This is an optimization exercise on Yosys and OpenROAD, whose aim is small area, not a production implementation. The RTL was checked by simulation tests, not by an equivalence proof against the original design. Power figures rest on the tool's default switching activity, not on a simulated workload.

==> design.v <==
package synth_pkg;
	localparam int NUM_OPS = 6;
	typedef logic [2:0] op_idx_t;
	localparam int PHASE_W = 32;
	typedef logic [PHASE_W-1:0] phase_t;
	localparam int WAVE_ADDR_W = 8;  
	localparam int WAVE_DEPTH = 1 << WAVE_ADDR_W;
	localparam int WAVE_PEAK = 127;
	typedef logic signed [7:0] wave_t;
	typedef logic signed [31:0] env_amp_t;
	typedef logic signed [15:0] level_t;  
	typedef logic signed [15:0] contrib_t;
	localparam int CONTRIB_SHIFT = 8;
	localparam int MIX_W = 19;  
	typedef logic signed [MIX_W-1:0] mix_acc_t;
	localparam int SAMPLE_SHIFT = 3;
	typedef logic signed [15:0] sample_t;
	typedef enum logic [2:0] {
		ENV_IDLE,
		ENV_ATTACK,
		ENV_DECAY,
		ENV_SUSTAIN,
		ENV_RELEASE
	} env_state_e;
	typedef struct packed {
		logic [31:0] at_time;
		logic signed [31:0] at_inc;
		logic [31:0] de_time;
		logic signed [31:0] de_inc;
		logic [31:0] su_time;
		logic signed [31:0] su_lvl;
		logic [31:0] re_time;
		logic signed [31:0] re_inc;
	} env_params_t;
	typedef enum logic [7:0] {
		CMD_NOP = 8'd0,
		CMD_SET_ENV = 8'd1,
		CMD_KEY = 8'd2,
		CMD_SET_FREQ = 8'd3
	} cmd_code_e;
	localparam int ENV_WORDS = 8;
	localparam int FREQ_WORDS = 1;
	typedef logic [NUM_OPS-1:0] mix_mask_t;
	function automatic signed [15:0] env_level(input logic signed [31:0] amp);
		env_level = amp[31:16];
	endfunction
	function automatic signed [15:0] op_contrib(input logic signed [7:0] wave,
		input logic signed [15:0] level);
		logic signed [23:0] prod;
		prod = wave * level;
		op_contrib = 16'(prod >>> CONTRIB_SHIFT);
	endfunction
	function automatic signed [15:0] mix_scale(input logic signed [MIX_W-1:0] acc);
		mix_scale = 16'(acc >>> SAMPLE_SHIFT);
	endfunction
endpackage
module param_bank
#(
	parameter int W = synth_pkg::PHASE_W
) (
	input logic clk37,
	input logic rst,
	input logic wr_en,
	input synth_pkg::op_idx_t wr_idx,
	input logic [W-1:0] wr_data,
	input synth_pkg::op_idx_t rd_idx,
	output logic [W-1:0] rd_data
);
	logic [W-1:0] entry [synth_pkg::NUM_OPS];
	always_ff @(posedge clk37) begin
		if (rst) begin
			for (int k = 0; k < synth_pkg::NUM_OPS; k++) begin
				entry[k] <= '0;
			end
		end else if (wr_en) begin
			entry[wr_idx] <= wr_data;  
		end
	end
	assign rd_data = entry[rd_idx];
endmodule
module voice_control
(
	input logic clk37,
	input logic rst,
	input logic cmd_valid,
	input logic [31:0] cmd_data,
	output logic cmd_busy,
	output synth_pkg::op_idx_t slot_idx,  
	output logic slot_valid,
	output logic gate,
	output synth_pkg::phase_t phase_inc,  
	output synth_pkg::env_params_t env_params,
	output synth_pkg::mix_mask_t mix_mask
);
	synth_pkg::cmd_code_e hdr_code;
	synth_pkg::op_idx_t hdr_idx;
	synth_pkg::cmd_code_e cur_code;  
	synth_pkg::op_idx_t cur_idx;
	logic [3:0] words_left;
	logic last_word;
	logic idx_ok;
	synth_pkg::env_params_t env_stage;
	synth_pkg::env_params_t env_wr_data;
	logic env_wr_en;
	logic freq_wr_en;
	assign hdr_code = synth_pkg::cmd_code_e'(cmd_data[31:24]);
	assign hdr_idx = cmd_data[18:16];
	assign last_word = cmd_busy && cmd_valid && (words_left == 4'd1);
	assign idx_ok = cur_idx < synth_pkg::NUM_OPS;  
	assign env_wr_en = last_word && idx_ok && (cur_code == synth_pkg::CMD_SET_ENV);
	assign freq_wr_en = last_word && idx_ok && (cur_code == synth_pkg::CMD_SET_FREQ);
	always_comb begin
		env_wr_data = env_stage;
		env_wr_data.re_inc = cmd_data;
	end
	always_ff @(posedge clk37) begin
		if (rst) begin
			cmd_busy <= 1'b0;
			words_left <= '0;
			cur_code <= synth_pkg::CMD_NOP;
			cur_idx <= '0;
			gate <= 1'b0;
			mix_mask <= '0;
		end else if (cmd_valid) begin
			if (cmd_busy) begin
				words_left <= words_left - 4'd1;
				if (words_left == 4'd1) begin
					cmd_busy <= 1'b0;
				end
			end else begin
				cur_code <= hdr_code;
				cur_idx <= hdr_idx;
				case (hdr_code)
					synth_pkg::CMD_SET_ENV: begin
						cmd_busy <= 1'b1;
						words_left <= 4'(synth_pkg::ENV_WORDS);
					end
					synth_pkg::CMD_SET_FREQ: begin
						cmd_busy <= 1'b1;
						words_left <= 4'(synth_pkg::FREQ_WORDS);
					end
					synth_pkg::CMD_KEY: begin
						gate <= cmd_data[0];
						mix_mask <= cmd_data[13:8];
					end
					default: ;  
				endcase
			end
		end
	end
	always_ff @(posedge clk37) begin
		if (cmd_valid && cmd_busy && cur_code == synth_pkg::CMD_SET_ENV) begin
			env_stage[32 * (words_left - 4'd1) +: 32] <= cmd_data;
		end
	end
	always_ff @(posedge clk37) begin
		if (rst) begin
			slot_idx <= '0;
			slot_valid <= 1'b0;
		end else begin
			slot_valid <= 1'b1;
			if (slot_valid) begin
				slot_idx <= (slot_idx == synth_pkg::NUM_OPS - 1) ? '0 : slot_idx + 3'd1;
			end
		end
	end
	param_bank #(.W(8 * 32)) env_bank (
		.clk37(clk37),
		.rst(rst),
		.wr_en(env_wr_en),
		.wr_idx(cur_idx),
		.wr_data(env_wr_data),
		.rd_idx(slot_idx),
		.rd_data(env_params)
	);
	param_bank #(.W(synth_pkg::PHASE_W)) freq_bank (
		.clk37(clk37),
		.rst(rst),
		.wr_en(freq_wr_en),
		.wr_idx(cur_idx),
		.wr_data(cmd_data),
		.rd_idx(slot_idx),
		.rd_data(phase_inc)
	);
endmodule
module wave_rom
(
	input logic [synth_pkg::WAVE_ADDR_W-1:0] addr,
	output synth_pkg::wave_t data
);
	always_comb begin
		case (addr)
			8'd0: data = 8'sd0;
			8'd1: data = 8'sd3;
			8'd2: data = 8'sd6;
			8'd3: data = 8'sd9;
			8'd4: data = 8'sd12;
			8'd5: data = 8'sd16;
			8'd6: data = 8'sd19;
			8'd7: data = 8'sd22;
			8'd8: data = 8'sd25;
			8'd9: data = 8'sd28;
			8'd10: data = 8'sd31;
			8'd11: data = 8'sd34;
			8'd12: data = 8'sd37;
			8'd13: data = 8'sd40;
			8'd14: data = 8'sd43;
			8'd15: data = 8'sd46;
			8'd16: data = 8'sd49;
			8'd17: data = 8'sd51;
			8'd18: data = 8'sd54;
			8'd19: data = 8'sd57;
			8'd20: data = 8'sd60;
			8'd21: data = 8'sd63;
			8'd22: data = 8'sd65;
			8'd23: data = 8'sd68;
			8'd24: data = 8'sd71;
			8'd25: data = 8'sd73;
			8'd26: data = 8'sd76;
			8'd27: data = 8'sd78;
			8'd28: data = 8'sd81;
			8'd29: data = 8'sd83;
			8'd30: data = 8'sd85;
			8'd31: data = 8'sd88;
			8'd32: data = 8'sd90;
			8'd33: data = 8'sd92;
			8'd34: data = 8'sd94;
			8'd35: data = 8'sd96;
			8'd36: data = 8'sd98;
			8'd37: data = 8'sd100;
			8'd38: data = 8'sd102;
			8'd39: data = 8'sd104;
			8'd40: data = 8'sd106;
			8'd41: data = 8'sd107;
			8'd42: data = 8'sd109;
			8'd43: data = 8'sd111;
			8'd44: data = 8'sd112;
			8'd45: data = 8'sd113;
			8'd46: data = 8'sd115;
			8'd47: data = 8'sd116;
			8'd48: data = 8'sd117;
			8'd49: data = 8'sd118;
			8'd50: data = 8'sd120;
			8'd51: data = 8'sd121;
			8'd52: data = 8'sd122;
			8'd53: data = 8'sd122;
			8'd54: data = 8'sd123;
			8'd55: data = 8'sd124;
			8'd56: data = 8'sd125;
			8'd57: data = 8'sd125;
			8'd58: data = 8'sd126;
			8'd59: data = 8'sd126;
			8'd60: data = 8'sd126;
			8'd61: data = 8'sd127;
			8'd62: data = 8'sd127;
			8'd63: data = 8'sd127;
			8'd64: data = 8'sd127;
			8'd65: data = 8'sd127;
			8'd66: data = 8'sd127;
			8'd67: data = 8'sd127;
			8'd68: data = 8'sd126;
			8'd69: data = 8'sd126;
			8'd70: data = 8'sd126;
			8'd71: data = 8'sd125;
			8'd72: data = 8'sd125;
			8'd73: data = 8'sd124;
			8'd74: data = 8'sd123;
			8'd75: data = 8'sd122;
			8'd76: data = 8'sd122;
			8'd77: data = 8'sd121;
			8'd78: data = 8'sd120;
			8'd79: data = 8'sd118;
			8'd80: data = 8'sd117;
			8'd81: data = 8'sd116;
			8'd82: data = 8'sd115;
			8'd83: data = 8'sd113;
			8'd84: data = 8'sd112;
			8'd85: data = 8'sd111;
			8'd86: data = 8'sd109;
			8'd87: data = 8'sd107;
			8'd88: data = 8'sd106;
			8'd89: data = 8'sd104;
			8'd90: data = 8'sd102;
			8'd91: data = 8'sd100;
			8'd92: data = 8'sd98;
			8'd93: data = 8'sd96;
			8'd94: data = 8'sd94;
			8'd95: data = 8'sd92;
			8'd96: data = 8'sd90;
			8'd97: data = 8'sd88;
			8'd98: data = 8'sd85;
			8'd99: data = 8'sd83;
			8'd100: data = 8'sd81;
			8'd101: data = 8'sd78;
			8'd102: data = 8'sd76;
			8'd103: data = 8'sd73;
			8'd104: data = 8'sd71;
			8'd105: data = 8'sd68;
			8'd106: data = 8'sd65;
			8'd107: data = 8'sd63;
			8'd108: data = 8'sd60;
			8'd109: data = 8'sd57;
			8'd110: data = 8'sd54;
			8'd111: data = 8'sd51;
			8'd112: data = 8'sd49;
			8'd113: data = 8'sd46;
			8'd114: data = 8'sd43;
			8'd115: data = 8'sd40;
			8'd116: data = 8'sd37;
			8'd117: data = 8'sd34;
			8'd118: data = 8'sd31;
			8'd119: data = 8'sd28;
			8'd120: data = 8'sd25;
			8'd121: data = 8'sd22;
			8'd122: data = 8'sd19;
			8'd123: data = 8'sd16;
			8'd124: data = 8'sd12;
			8'd125: data = 8'sd9;
			8'd126: data = 8'sd6;
			8'd127: data = 8'sd3;
			8'd128: data = 8'sd0;
			8'd129: data = -8'sd3;
			8'd130: data = -8'sd6;
			8'd131: data = -8'sd9;
			8'd132: data = -8'sd12;
			8'd133: data = -8'sd16;
			8'd134: data = -8'sd19;
			8'd135: data = -8'sd22;
			8'd136: data = -8'sd25;
			8'd137: data = -8'sd28;
			8'd138: data = -8'sd31;
			8'd139: data = -8'sd34;
			8'd140: data = -8'sd37;
			8'd141: data = -8'sd40;
			8'd142: data = -8'sd43;
			8'd143: data = -8'sd46;
			8'd144: data = -8'sd49;
			8'd145: data = -8'sd51;
			8'd146: data = -8'sd54;
			8'd147: data = -8'sd57;
			8'd148: data = -8'sd60;
			8'd149: data = -8'sd63;
			8'd150: data = -8'sd65;
			8'd151: data = -8'sd68;
			8'd152: data = -8'sd71;
			8'd153: data = -8'sd73;
			8'd154: data = -8'sd76;
			8'd155: data = -8'sd78;
			8'd156: data = -8'sd81;
			8'd157: data = -8'sd83;
			8'd158: data = -8'sd85;
			8'd159: data = -8'sd88;
			8'd160: data = -8'sd90;
			8'd161: data = -8'sd92;
			8'd162: data = -8'sd94;
			8'd163: data = -8'sd96;
			8'd164: data = -8'sd98;
			8'd165: data = -8'sd100;
			8'd166: data = -8'sd102;
			8'd167: data = -8'sd104;
			8'd168: data = -8'sd106;
			8'd169: data = -8'sd107;
			8'd170: data = -8'sd109;
			8'd171: data = -8'sd111;
			8'd172: data = -8'sd112;
			8'd173: data = -8'sd113;
			8'd174: data = -8'sd115;
			8'd175: data = -8'sd116;
			8'd176: data = -8'sd117;
			8'd177: data = -8'sd118;
			8'd178: data = -8'sd120;
			8'd179: data = -8'sd121;
			8'd180: data = -8'sd122;
			8'd181: data = -8'sd122;
			8'd182: data = -8'sd123;
			8'd183: data = -8'sd124;
			8'd184: data = -8'sd125;
			8'd185: data = -8'sd125;
			8'd186: data = -8'sd126;
			8'd187: data = -8'sd126;
			8'd188: data = -8'sd126;
			8'd189: data = -8'sd127;
			8'd190: data = -8'sd127;
			8'd191: data = -8'sd127;
			8'd192: data = -8'sd127;
			8'd193: data = -8'sd127;
			8'd194: data = -8'sd127;
			8'd195: data = -8'sd127;
			8'd196: data = -8'sd126;
			8'd197: data = -8'sd126;
			8'd198: data = -8'sd126;
			8'd199: data = -8'sd125;
			8'd200: data = -8'sd125;
			8'd201: data = -8'sd124;
			8'd202: data = -8'sd123;
			8'd203: data = -8'sd122;
			8'd204: data = -8'sd122;
			8'd205: data = -8'sd121;
			8'd206: data = -8'sd120;
			8'd207: data = -8'sd118;
			8'd208: data = -8'sd117;
			8'd209: data = -8'sd116;
			8'd210: data = -8'sd115;
			8'd211: data = -8'sd113;
			8'd212: data = -8'sd112;
			8'd213: data = -8'sd111;
			8'd214: data = -8'sd109;
			8'd215: data = -8'sd107;
			8'd216: data = -8'sd106;
			8'd217: data = -8'sd104;
			8'd218: data = -8'sd102;
			8'd219: data = -8'sd100;
			8'd220: data = -8'sd98;
			8'd221: data = -8'sd96;
			8'd222: data = -8'sd94;
			8'd223: data = -8'sd92;
			8'd224: data = -8'sd90;
			8'd225: data = -8'sd88;
			8'd226: data = -8'sd85;
			8'd227: data = -8'sd83;
			8'd228: data = -8'sd81;
			8'd229: data = -8'sd78;
			8'd230: data = -8'sd76;
			8'd231: data = -8'sd73;
			8'd232: data = -8'sd71;
			8'd233: data = -8'sd68;
			8'd234: data = -8'sd65;
			8'd235: data = -8'sd63;
			8'd236: data = -8'sd60;
			8'd237: data = -8'sd57;
			8'd238: data = -8'sd54;
			8'd239: data = -8'sd51;
			8'd240: data = -8'sd49;
			8'd241: data = -8'sd46;
			8'd242: data = -8'sd43;
			8'd243: data = -8'sd40;
			8'd244: data = -8'sd37;
			8'd245: data = -8'sd34;
			8'd246: data = -8'sd31;
			8'd247: data = -8'sd28;
			8'd248: data = -8'sd25;
			8'd249: data = -8'sd22;
			8'd250: data = -8'sd19;
			8'd251: data = -8'sd16;
			8'd252: data = -8'sd12;
			8'd253: data = -8'sd9;
			8'd254: data = -8'sd6;
			8'd255: data = -8'sd3;
			default: data = '0;
		endcase
	end
endmodule
module phase_oscillator
(
	input logic clk37,
	input logic rst,
	input synth_pkg::op_idx_t slot_idx,
	input logic slot_valid,
	input synth_pkg::phase_t phase_inc,
	output logic res_valid,  
	output synth_pkg::op_idx_t res_slot,
	output synth_pkg::wave_t wave
);
	synth_pkg::phase_t phase_acc [synth_pkg::NUM_OPS];
	synth_pkg::phase_t phase_new;
	logic s1_valid;
	synth_pkg::op_idx_t s1_slot;
	logic [synth_pkg::WAVE_ADDR_W-1:0] s1_addr;
	synth_pkg::wave_t rom_data;
	wave_rom wave_rom_inst (
		.addr(s1_addr),
		.data(rom_data)
	);
	assign phase_new = phase_acc[slot_idx] + phase_inc;
	always_ff @(posedge clk37) begin
		if (rst) begin
			for (int k = 0; k < synth_pkg::NUM_OPS; k++) begin
				phase_acc[k] <= '0;
			end
			s1_valid <= 1'b0;
			res_valid <= 1'b0;
		end else begin
			if (slot_valid) begin
				phase_acc[slot_idx] <= phase_new;  
			end
			s1_valid <= slot_valid;
			res_valid <= s1_valid;
		end
	end
	always_ff @(posedge clk37) begin
		s1_slot <= slot_idx;
		s1_addr <= phase_new[synth_pkg::PHASE_W-1 -: synth_pkg::WAVE_ADDR_W];
		res_slot <= s1_slot;
		wave <= rom_data;
	end
endmodule
module envelope_gen
(
	input logic clk37,
	input logic rst,
	input synth_pkg::op_idx_t slot_idx,
	input logic slot_valid,
	input logic gate,
	input synth_pkg::env_params_t env_params,
	output synth_pkg::level_t level
);
	synth_pkg::env_state_e env_st [synth_pkg::NUM_OPS];
	logic [31:0] env_cnt [synth_pkg::NUM_OPS];  
	synth_pkg::env_amp_t env_amp [synth_pkg::NUM_OPS];
	synth_pkg::env_state_e cur_st;
	synth_pkg::env_state_e nxt_st;
	logic [31:0] cur_cnt;
	logic [31:0] nxt_cnt;
	logic [31:0] cnt_inc;
	synth_pkg::env_amp_t cur_amp;
	synth_pkg::env_amp_t nxt_amp;
	synth_pkg::env_amp_t rel_amp;
	synth_pkg::env_amp_t amp_q;
	assign cur_st = env_st[slot_idx];
	assign cur_cnt = env_cnt[slot_idx];
	assign cur_amp = env_amp[slot_idx];
	assign cnt_inc = cur_cnt + 32'd1;
	assign rel_amp = cur_amp + env_params.re_inc;
	always_comb begin
		nxt_st = cur_st;
		nxt_cnt = cur_cnt;
		nxt_amp = cur_amp;
		case (cur_st)
			synth_pkg::ENV_IDLE: begin
				if (gate) nxt_st = synth_pkg::ENV_ATTACK;
			end
			synth_pkg::ENV_ATTACK: begin
				nxt_cnt = cnt_inc;
				nxt_amp = cur_amp + env_params.at_inc;
				if (!gate) begin
					nxt_st = synth_pkg::ENV_RELEASE;
					nxt_cnt = '0;
				end else if (cur_cnt == env_params.at_time) begin
					nxt_st = synth_pkg::ENV_DECAY;
					nxt_cnt = '0;
				end
			end
			synth_pkg::ENV_DECAY: begin
				nxt_cnt = cnt_inc;
				nxt_amp = cur_amp + env_params.de_inc;
				if (!gate) begin
					nxt_st = synth_pkg::ENV_RELEASE;
					nxt_cnt = '0;
				end else if (cur_cnt == env_params.de_time) begin
					nxt_st = synth_pkg::ENV_SUSTAIN;
					nxt_cnt = '0;
				end
			end
			synth_pkg::ENV_SUSTAIN: begin
				nxt_cnt = cnt_inc;
				nxt_amp = env_params.su_lvl;  
				if (!gate || cur_cnt == env_params.su_time) begin
					nxt_st = synth_pkg::ENV_RELEASE;
					nxt_cnt = '0;
				end
			end
			synth_pkg::ENV_RELEASE: begin
				nxt_cnt = cnt_inc;
				nxt_amp = rel_amp;
				if (cur_cnt == env_params.re_time || rel_amp < 0) begin
					nxt_st = synth_pkg::ENV_IDLE;
					nxt_cnt = '0;
					nxt_amp = '0;
				end
			end
			default: nxt_st = synth_pkg::ENV_IDLE;
		endcase
	end
	always_ff @(posedge clk37) begin
		if (rst) begin
			for (int k = 0; k < synth_pkg::NUM_OPS; k++) begin
				env_st[k] <= synth_pkg::ENV_IDLE;
				env_cnt[k] <= '0;
				env_amp[k] <= '0;
			end
			amp_q <= '0;
			level <= '0;
		end else begin
			if (slot_valid) begin
				env_st[slot_idx] <= nxt_st;
				env_cnt[slot_idx] <= nxt_cnt;
				env_amp[slot_idx] <= nxt_amp;
			end
			amp_q <= nxt_amp;
			level <= synth_pkg::env_level(amp_q);  
		end
	end
endmodule
module voice_mixer
(
	input logic clk37,
	input logic rst,
	input synth_pkg::mix_mask_t mix_mask,
	input logic res_valid,
	input synth_pkg::op_idx_t res_slot,
	input synth_pkg::wave_t wave,
	input synth_pkg::level_t level,
	output synth_pkg::sample_t sample,
	output logic sample_valid
);
	logic mix_valid;
	synth_pkg::op_idx_t mix_slot;
	synth_pkg::contrib_t contrib_q;
	synth_pkg::mix_acc_t acc;
	synth_pkg::mix_acc_t mix_sum;
	logic frame_end;
	always_ff @(posedge clk37) begin
		mix_slot <= res_slot;
		contrib_q <= mix_mask[res_slot] ? synth_pkg::op_contrib(wave, level) : '0;
	end
	assign mix_sum = acc + contrib_q;
	assign frame_end = mix_valid && (mix_slot == synth_pkg::NUM_OPS - 1);
	always_ff @(posedge clk37) begin
		if (rst) begin
			mix_valid <= 1'b0;
			acc <= '0;
			sample_valid <= 1'b0;
		end else begin
			mix_valid <= res_valid;
			sample_valid <= frame_end;
			if (frame_end) begin
				acc <= '0;  
			end else if (mix_valid) begin
				acc <= mix_sum;
			end
		end
	end
	always_ff @(posedge clk37) begin
		if (frame_end) sample <= synth_pkg::mix_scale(mix_sum);
	end
endmodule
module fm_voice (
	input logic clk37,
	input logic rst,
	input logic cmd_valid,
	input logic [31:0] cmd_data,
	output logic signed [15:0] sample,
	output logic sample_valid,
	output logic cmd_busy
);
	synth_pkg::op_idx_t slot_idx;
	logic slot_valid;
	logic gate;
	synth_pkg::phase_t phase_inc;
	synth_pkg::env_params_t env_params;
	synth_pkg::mix_mask_t mix_mask;
	logic res_valid;
	synth_pkg::op_idx_t res_slot;
	synth_pkg::wave_t wave;
	synth_pkg::level_t level;
	voice_control voice_control_inst (
		.clk37(clk37),
		.rst(rst),
		.cmd_valid(cmd_valid),
		.cmd_data(cmd_data),
		.cmd_busy(cmd_busy),
		.slot_idx(slot_idx),
		.slot_valid(slot_valid),
		.gate(gate),
		.phase_inc(phase_inc),
		.env_params(env_params),
		.mix_mask(mix_mask)
	);
	phase_oscillator phase_oscillator_inst (
		.clk37(clk37),
		.rst(rst),
		.slot_idx(slot_idx),
		.slot_valid(slot_valid),
		.phase_inc(phase_inc),
		.res_valid(res_valid),
		.res_slot(res_slot),
		.wave(wave)
	);
	envelope_gen envelope_gen_inst (
		.clk37(clk37),
		.rst(rst),
		.slot_idx(slot_idx),
		.slot_valid(slot_valid),
		.gate(gate),
		.env_params(env_params),
		.level(level)
	);
	voice_mixer voice_mixer_inst (
		.clk37(clk37),
		.rst(rst),
		.mix_mask(mix_mask),
		.res_valid(res_valid),
		.res_slot(res_slot),
		.wave(wave),
		.level(level),
		.sample(sample),
		.sample_valid(sample_valid)
	);
endmodule
==> run.sh <==
#!/bin/bash
# synth_recipe.tcl (not shown) runs the flow's synth.tcl, then flattens the netlist and writes it again
# the make line also repeats each setting of config.mk as NAME=value (left out here)
make -C /OpenROAD-flow-scripts/flow DESIGN_CONFIG=/design/flow/config.mk WORK_HOME=/design/flow/orfs CLKGATE_MAP_FILE= SYNTH_SCRIPT=/design/flow/synth_recipe.tcl finish
==> config.mk <==
export PLATFORM = sky130hd
export DESIGN_NAME = fm_voice
export DESIGN_NICKNAME = fm_voice
export VERILOG_FILES = /design/flow/design.v
export SDC_FILE = /design/flow/constraint.sdc
export NUM_CORES = 4
export LEC_CHECK = 0
export CAP_MARGIN = 20
export CORE_MARGIN = 2
export CORE_UTILIZATION = 40
export SLEW_MARGIN = 20
==> constraint.sdc <==
create_clock -name core_clock -period 10.0 [get_ports {clk37}]
set_input_delay 2.0000 -clock core_clock [delete_from_list [all_inputs] [get_ports {clk37}]]
set_output_delay 2.0000 -clock core_clock [all_outputs]
set_load 0.01 [all_outputs]
==> flow_summary_export.csv <==
group,metric,value,unit
run_status,status,"no timing/DRC/antenna violations",
clock_tree,ctsHoldBuffers,0,
synth,yosys.area.top_type_share,62.10,%
synth,syn_inst,11750,
clock_tree,clkTransAtPathRegs,0.06,ns
clock_tree,cts_resized,0,
sta,fin_setup_tns,0,ns
synth,yosysTopAreaCell,"edfxtp_1",
sta,fin_hold_ws,0.3517,ns
synth,synth_top_flop_cell,"edfxtp_1",
power,finalPower,0.03673,W
power,internal_power,0.02636,W
grt,grt_pass1_vias,100600,
floorplanning,die_w,639.0,um
grt,antenna_found_initial,39,
power,power_switching_share,28.25,%
sta,layout_min_cycle_time,7.682,ns
setup_path,cp-start-kind,"flip-flop",
grt,grt_remaining_overflow,0,
floorplanning,die-area,408400,um2
setup_path,worstPathArrival,8.34,ns
synth,synth_edf_count,3336,
sta,setup_slack,2.318,ns
synth,ys_ff_latch,3462,
routing,drt_iter0_markers,14580,
finish,drive_gt1_share,13.15,%
sta,hold_viol,0,
routing,first_pass_iters,9,
power,ir_worst_vdd,0.1927,mV
setup_path,worst_setup_path_end_kind,"flip-flop",
sta,rsz0062_at_grt,"false",
grt,grt_max_degree,120,
power,p_per_area,201.9,nW/um2
synth,syn_area_per_cell,13.73,um2
run,maxCapViolCount,0,
synth,ys_types,92,
clock_tree,clock_latency,0.99,ns
placement,post-place-ws,2.414,ns
floorplanning,ios,53,
clock_tree,cts_num_sinks,3462,
synth,synth_area,161300,um2
floorplanning,die_y,639.0,um
power,power_frac_clock,36.8,%
routing,totalWireLength,536300,um
clock_tree,h-tree-depth,5,
sta,worstMarginPinSlew,1.346,ns
floorplanning,num_rows,233,
sta,slew_viol_final,0,
finish,nets,12590,
worst_hold_path,hp-class,"reg -> reg",
clock_tree,cts_buffer_depth,4,
power,switchingPower,0.01038,W
clock_tree,cts_setup_buffers,0,
placement,port_buffers,52,
clock_tree,ctsRootBufferMaster,"clkbuf_16",
synth,synth.yosys.seq_area_share,63.67,%
setup_path,required,10.65,ns
sta,fmax,0.1302,GHz
power,comb_power_share,16.9,%
power,seq_power_share,46.3,%
floorplanning,core_area,402000,um2
setup_path,critPathKind,"reg -> reg",
sta,setup_violations,0,
sta,slew_headroom,9.593,%
power,leakage,66.42,nW
setup_path,path_max_fanout,25,
routing,drc,0,
synth,synth_area_leaders,"edfxtp_1 62%, mux4_2 9.3%, nor2_1 4.4%",
routing,route.detailed.vias_per_inst,5.813,
worst_hold_path,hold_start,"phase_oscillator_inst.s1_slot[1]",
clock_tree,cts_tree,"yes",
grt,grt_use_total,25.78,%
finish,area_growth,12.79,%
sta,clock_skew,0.08575,ns
clock_tree,cts_buffers,371,
synth,yosysWarningCount,7,
routing,dr_total_vias,104000,
routing,wl_per_cell,29.98,um
placement,hpwl,331100,um
floorplanning,start_util,40.12,%
grt,grt_first_pass_wirelength,753800,um
setup_path,rrSetupSlack,2.32,ns
routing,ant_nets,0,
sta,fin_crit_sh,76.82,%
placement,gp_congestion,0.9812,
synth,async_reset_ff_share,0,%
per-stage QoR:
stage	instances	area [um2]	utilization (%)
after floorplan	12330	163500	-
after global placement	17180	170100	42.32
after detailed placement	17180	170200	42.33
after CTS	17860	181900	45.24
after global routing	17860	181900	45.24
final	17890	181900	45.26
power groups by stage:
stage / Clock, W / Sequential, W / Combinational, W
2_1_floorplan: 0 / 0.0171 / 0.00422
6_report: 0.0135 / 0.0170 / 0.00621
4_1_cts: 0.0136 / 0.0170 / 0.00613
3_5_place_dp: 0 / 0.0173 / 0.00611
5_1_grt: 0.0142 / 0.0170 / 0.00670
3_3_place_gp: 0 / 0.0173 / 0.00608
state kept, by name, indices dropped and copies added, names as in the netlist, 4 cells and up, named ones only:
name / count
voice_control_inst.env_bank.entry: 2048
envelope_gen_inst.env_amp: 256
envelope_gen_inst.env_cnt: 256
phase_oscillator_inst.phase_acc: 256
voice_control_inst.freq_bank.entry: 256
voice_control_inst.env_stage: 224
envelope_gen_inst.env_st: 24
voice_mixer_inst.acc: 19
envelope_gen_inst.amp_q: 16
envelope_gen_inst.level: 16
voice_mixer_inst.contrib_q: 16
voice_mixer_inst.sample: 16
phase_oscillator_inst.s1_addr: 8
phase_oscillator_inst.wave: 8
voice_control_inst.cur_code: 8
voice_control_inst.mix_mask: 6
voice_control_inst.words_left: 4
worst paths after layout:
check                                       to  depth (start not counted)
min          phase_oscillator_inst.res_slot[1]                          0
min reg2reg  phase_oscillator_inst.res_slot[1]                          0
max reg2reg   envelope_gen_inst.env_amp[7][29]                         21
max           envelope_gen_inst.env_amp[7][29]                         21
cell usage after synthesis (all sizes together), types with 100 or more instances:
library cell	instances
a21oi	267
ha	177
and3	164
nor2	1909
o21ai	197
edfxtp	3336
buf	259
xnor2	461
nor3	176
nand2	1023
fa	105
and2	103
dfxtp	126
a22o	128
clkbuf	474
o22ai	100
mux2	120
mux4	668
a31oi	227
inv	522
nand3	103
mux2i	130
xor2	409
cell type report:
type | instances | area [um2]
fill | 35880 | 220100
sequential | 3462 | 102700
multi-input combinational | 7606 | 55990
clock buffer | 459 | 9822
tap | 5287 | 6615
timing repair buffer | 303 | 2865
inverter | 526 | 1989
clock inverter | 216 | 1886
antenna | 28 | 70.07
critical path, cell delays in order, from the launching register on:
cell      delay (ns)
dfxtp_4         0.72
buf_4           0.39
mux4_2          0.55
mux2i_1         0.29
and2_1          0.25
nand2_4         0.37
buf_4           0.39
inv_1           0.49
and3_1          0.26
a31oi_1         0.05
ha_1            0.28
nor3_1          0.29
o211ai_1        0.21
a311o_1         0.41
nand4_1         0.14
a211oi_1        0.13
o41ai_1         0.70
o21ai_0         0.21
xnor2_1         0.26
o221ai_1        0.15
a22oi_1         0.61
nor2_1          0.14
logic make-up after synthesis:
| family | count (synthesis) | synth area share [%] |
|---|---|---|
| DFF | 3462 | 63.67 |
| and+or+nand+nor | 3737 | 9.786 |
| other | 1 | 0.002325 |
| muxes | 918 | 10.97 |
| buffers and inverters | 1259 | 3.200 |
| AOI/OAI and AO/OA | 1223 | 4.974 |
| adders and majority gates | 282 | 2.676 |
| xor gates and xnor gates | 870 | 4.724 |
cell usage in the layout (no fill, tap or decap), types with 100 or more instances in the layout:
master	count
xnor2_1	461
and2_1	102
clkbuf_16	377
o21ai_0	179
a21oi_1	267
mux4_2	668
edfxtp_1	3336
ha_1	177
inv_1	518
fa_1	105
mux2_2	119
and3_1	163
conb_1	576
o22ai_1	100
dfxtp_1	121
nor2_1	1901
a22o_1	128
nand2_1	1000
nand3_1	100
xor2_1	409
a31oi_1	227
buf_4	212
nor3_1	171
mux2i_1	127
per-layer routing:
metal | wire length [um] | global-route usage [%] | up-vias
met4 | 30950 | 13.01 | 20
met5 | 132 | 0 | -
met2 | 246300 | 40.64 | 5985
li1 | - | - | 43640
met3 | 57780 | 5.800 | 1181
met1 | 201200 | 33.54 | 53150

## afterwards: timing with drivers on the ports
In the flow no input, the clock included, has a driving cell. The finished layout below was timed again as built, in two steps. Step 1: set_driving_cell puts a clkbuf_16 on clk37 and a buf_2 on each other input, an assumption about the parent block. Step 2, shift: input delay + t, output delay - t, t = (earliest + latest rising clock arrival at the registers) / 2. This alone moves slack from input paths to output paths. Slacks: ideal ports / drivers / drivers and shift; pairs: ideal ports / drivers.
t (ns): 1.067
setup slack, ns: 2.318 / 2.318 / 2.318
hold WS [ns]: 0.352 / 0.352 / 0.352
worst setup path at the end: register to register
worst data-port slew with drivers (ns): 0.09
After both steps this run still meets setup and hold. The setup slack of this run moves by 0.000 ns with the drivers and by 0.000 ns with both steps.
